Context: an optimization exercise on an open-source flow, tuned for small area, a short achievable clock period and few clock cycles. The choices shown serve that exercise and are no tape-out recipe.
In this exercise RTL edits were held to simulation tests only and were not proved equivalent to the original.

## job 6971
Design attn_top, start of the top module:
module attn_top (
  input  logic clk,
  input  logic reset_n,
  input  logic dut_valid,
  output logic dut_ready,
  output logic [16-1:0] sram_input_read_address,
  input  logic [32-1:0] sram_input_read_data,
  output logic [16-1:0] sram_weight_read_address,
  input  logic [32-1:0] sram_weight_read_data,
  output logic [16-1:0] sram_result_read_address,
  input  logic [32-1:0] sram_result_read_data,
  output logic                    sram_result_write_enable,
  output logic [16-1:0] sram_result_write_address,
  output logic [32-1:0] sram_result_write_data,
  output logic [16-1:0] sram_scratchpad_read_address,
  input  logic [32-1:0] sram_scratchpad_read_data,
  output logic                    sram_scratchpad_write_enable,
  output logic [16-1:0] sram_scratchpad_write_address,
  output logic [32-1:0] sram_scratchpad_write_data
);
Settings: LEC_CHECK=0, ABC_AREA=1, CAP_MARGIN=20, CORE_MARGIN=2, CORE_UTILIZATION=60, CTS_CLUSTER_DIAMETER=100, CTS_CLUSTER_SIZE=24, SLEW_MARGIN=20; clock period 16.0 ns.
standard.sh (not shown) runs the stock make flow with config.mk's settings and CLKGATE_MAP_FILE= SYNTH_SCRIPT=/design/flow/synth_recipe.tcl, a recipe that flattens the netlist after the stock synthesis.
==> flow/flow/run.sh <==
#!/bin/bash
set -euo pipefail
export BUFFER_PORTS_ARGS="-buffer_cell sky130_fd_sc_hd__buf_2"
export SETUP_SLACK_MARGIN=11.6
bash standard.sh > standard.log 2>&1
Job 6971 went all the way through the flow, and no timing, DRC or antenna check failed.
Testbench counts of job 6971, summed over its fixed seeds: cycles 256,851.
Input changes introduced in job 1561 (baseline for comparison: job 6971):
==> flow/flow/run.sh <==
#!/bin/bash
set -euo pipefail
export BUFFER_PORTS_ARGS="-buffer_cell sky130_fd_sc_hd__buf_2"
export SETUP_SLACK_MARGIN=11.75
bash standard.sh > standard.log 2>&1
Looking only at utilization after layout, and setting everything else aside, the lower value of job 1561 and job 6971 goes to job 6971. Taking job 6971 as the reference point, the post-synthesis to final-layout area growth of job 1561 rises by 5.8 points. Area: job 1561 vs job 6971 -> job 1561 larger. Met3 track utilization from global routing (job 1561 over job 6971): increase, 0.85 points. Job 1561 vs. job 6971: top achievable clock speed went up by 0.0053 GHz.
Relative to job 1561, the following input files were edited for job 7184:
==> flow/flow/run.sh <==
#!/bin/bash
set -euo pipefail
export BUFFER_PORTS_ARGS="-buffer_cell sky130_fd_sc_hd__buf_1"
export SETUP_SLACK_MARGIN=11.7
bash standard.sh > standard.log 2>&1
[summary]
- Taking job 1561 as the reference, in job 7184 cell area after placement down 1.4%, global-route usage down 0.75 points.
- Higher wire length on met3 was reported by job 1561, not job 7184.
- Lower final net count goes to job 7184 over job 1561.
- Job 7184 against job 1561: total wirelength of the detailed-routed design down 2.2%, final cell count without fillers shrank by about 1.3%.
- Any difference in count of placed standard cells including taps between job 7184 and job 1561 is small enough to ignore.
- On shortest clock period the worst path allows after layout, the higher figure sits with job 7184, not job 1561.
- Job 1561 vs job 7184, startpoint of the most critical setup path: b_addr[9] vs a_addr[5]
What job 9794 does differently from job 7184 at the input level:
Settings: CORE_UTILIZATION: 60 -> 70.
Job 9794 vs job 7184 — met2 routing resource usage after global routing rose 9.3 points.
Proportion of cell area occupied by registers across job 7184 and job 9794: no real change.
Job 9794 vs. job 7184: area added between synthesis and finish went down by 0.62 points.
Summary of job 9794 over job 7184: worst hold slack climbed 3.6 ps; final sequential cell count shows no meaningful change; area taken by multi-input logic gates was more or less identical.
Tightest slew margin relative to the limit: job 9794 vs job 7184 down 2.7 points
Job 9794 vs job 7184: via count up by a few percent
> inputs changed (job 9794 -> job 3303)
Settings: a change of CORE_UTILIZATION from 70 to 60.
==> flow/flow/run.sh <==
#!/bin/bash
set -euo pipefail
export BUFFER_PORTS_ARGS="-buffer_cell sky130_fd_sc_hd__buf_1"
export SETUP_SLACK_MARGIN=11.68
bash standard.sh > standard.log 2>&1
Job 3303 ends up with a global-route usage that is 4.9 points lower than in job 9794. Minimum clock period after layout on job 3303 is behind job 9794. Between job 9794 and job 3303, the design area figures differ only marginally. Going from job 9794 to job 3303, total setup violations reported at the end of the flow barely changed, buffer share of cell area lost 0.37 points, core box area climbed 6300 sq um, worst hold slack saw little to no change. When job 3303 is set beside job 9794, its final cell count turns out to be 67 larger. Diff job 9794 -> job 3303: logic depth of the worst register-to-register path shrank by 11, routed wire length went up.

==> what the ideal ports hide <==
Ports are ideal in the flow. The routed layouts listed here were re-timed in OpenROAD.
Step 1, drivers: a clkbuf_16 drives clk and a buf_2 each remaining input, both assumed.
Step 2 moves the port delays by t, midway between the first and last clock arrival at a register: inputs arrive t later, outputs are due t later. That takes back most of the time a late clock gives input paths.
a / b / c = ideal ports / drivers / drivers and shift; a / b = the first two.
| run | t, ns | setup WS [ns] | worst register clock-pin slew, ns |
|---|---|---|---|
| job 6971 | 0.595 | 11.639 / 11.576 / 11.282 | 0.10 / 0.10 |
| job 1561 | 0.609 | 11.738 / 11.679 / 11.422 | 0.11 / 0.11 |
| job 7184 | 0.592 | 11.721 / 11.667 / 11.322 | 0.10 / 0.10 |
| job 9794 | 0.591 | 11.711 / 11.652 / 11.343 | 0.10 / 0.10 |
| job 3303 | 0.590 | 11.704 / 11.650 / 11.326 | 0.10 / 0.10 |
After both steps every run listed still meets setup and hold. For job 7184, which loses most, drivers alone change the setup slack by -0.054 ns; drivers and shift together by -0.399 ns.
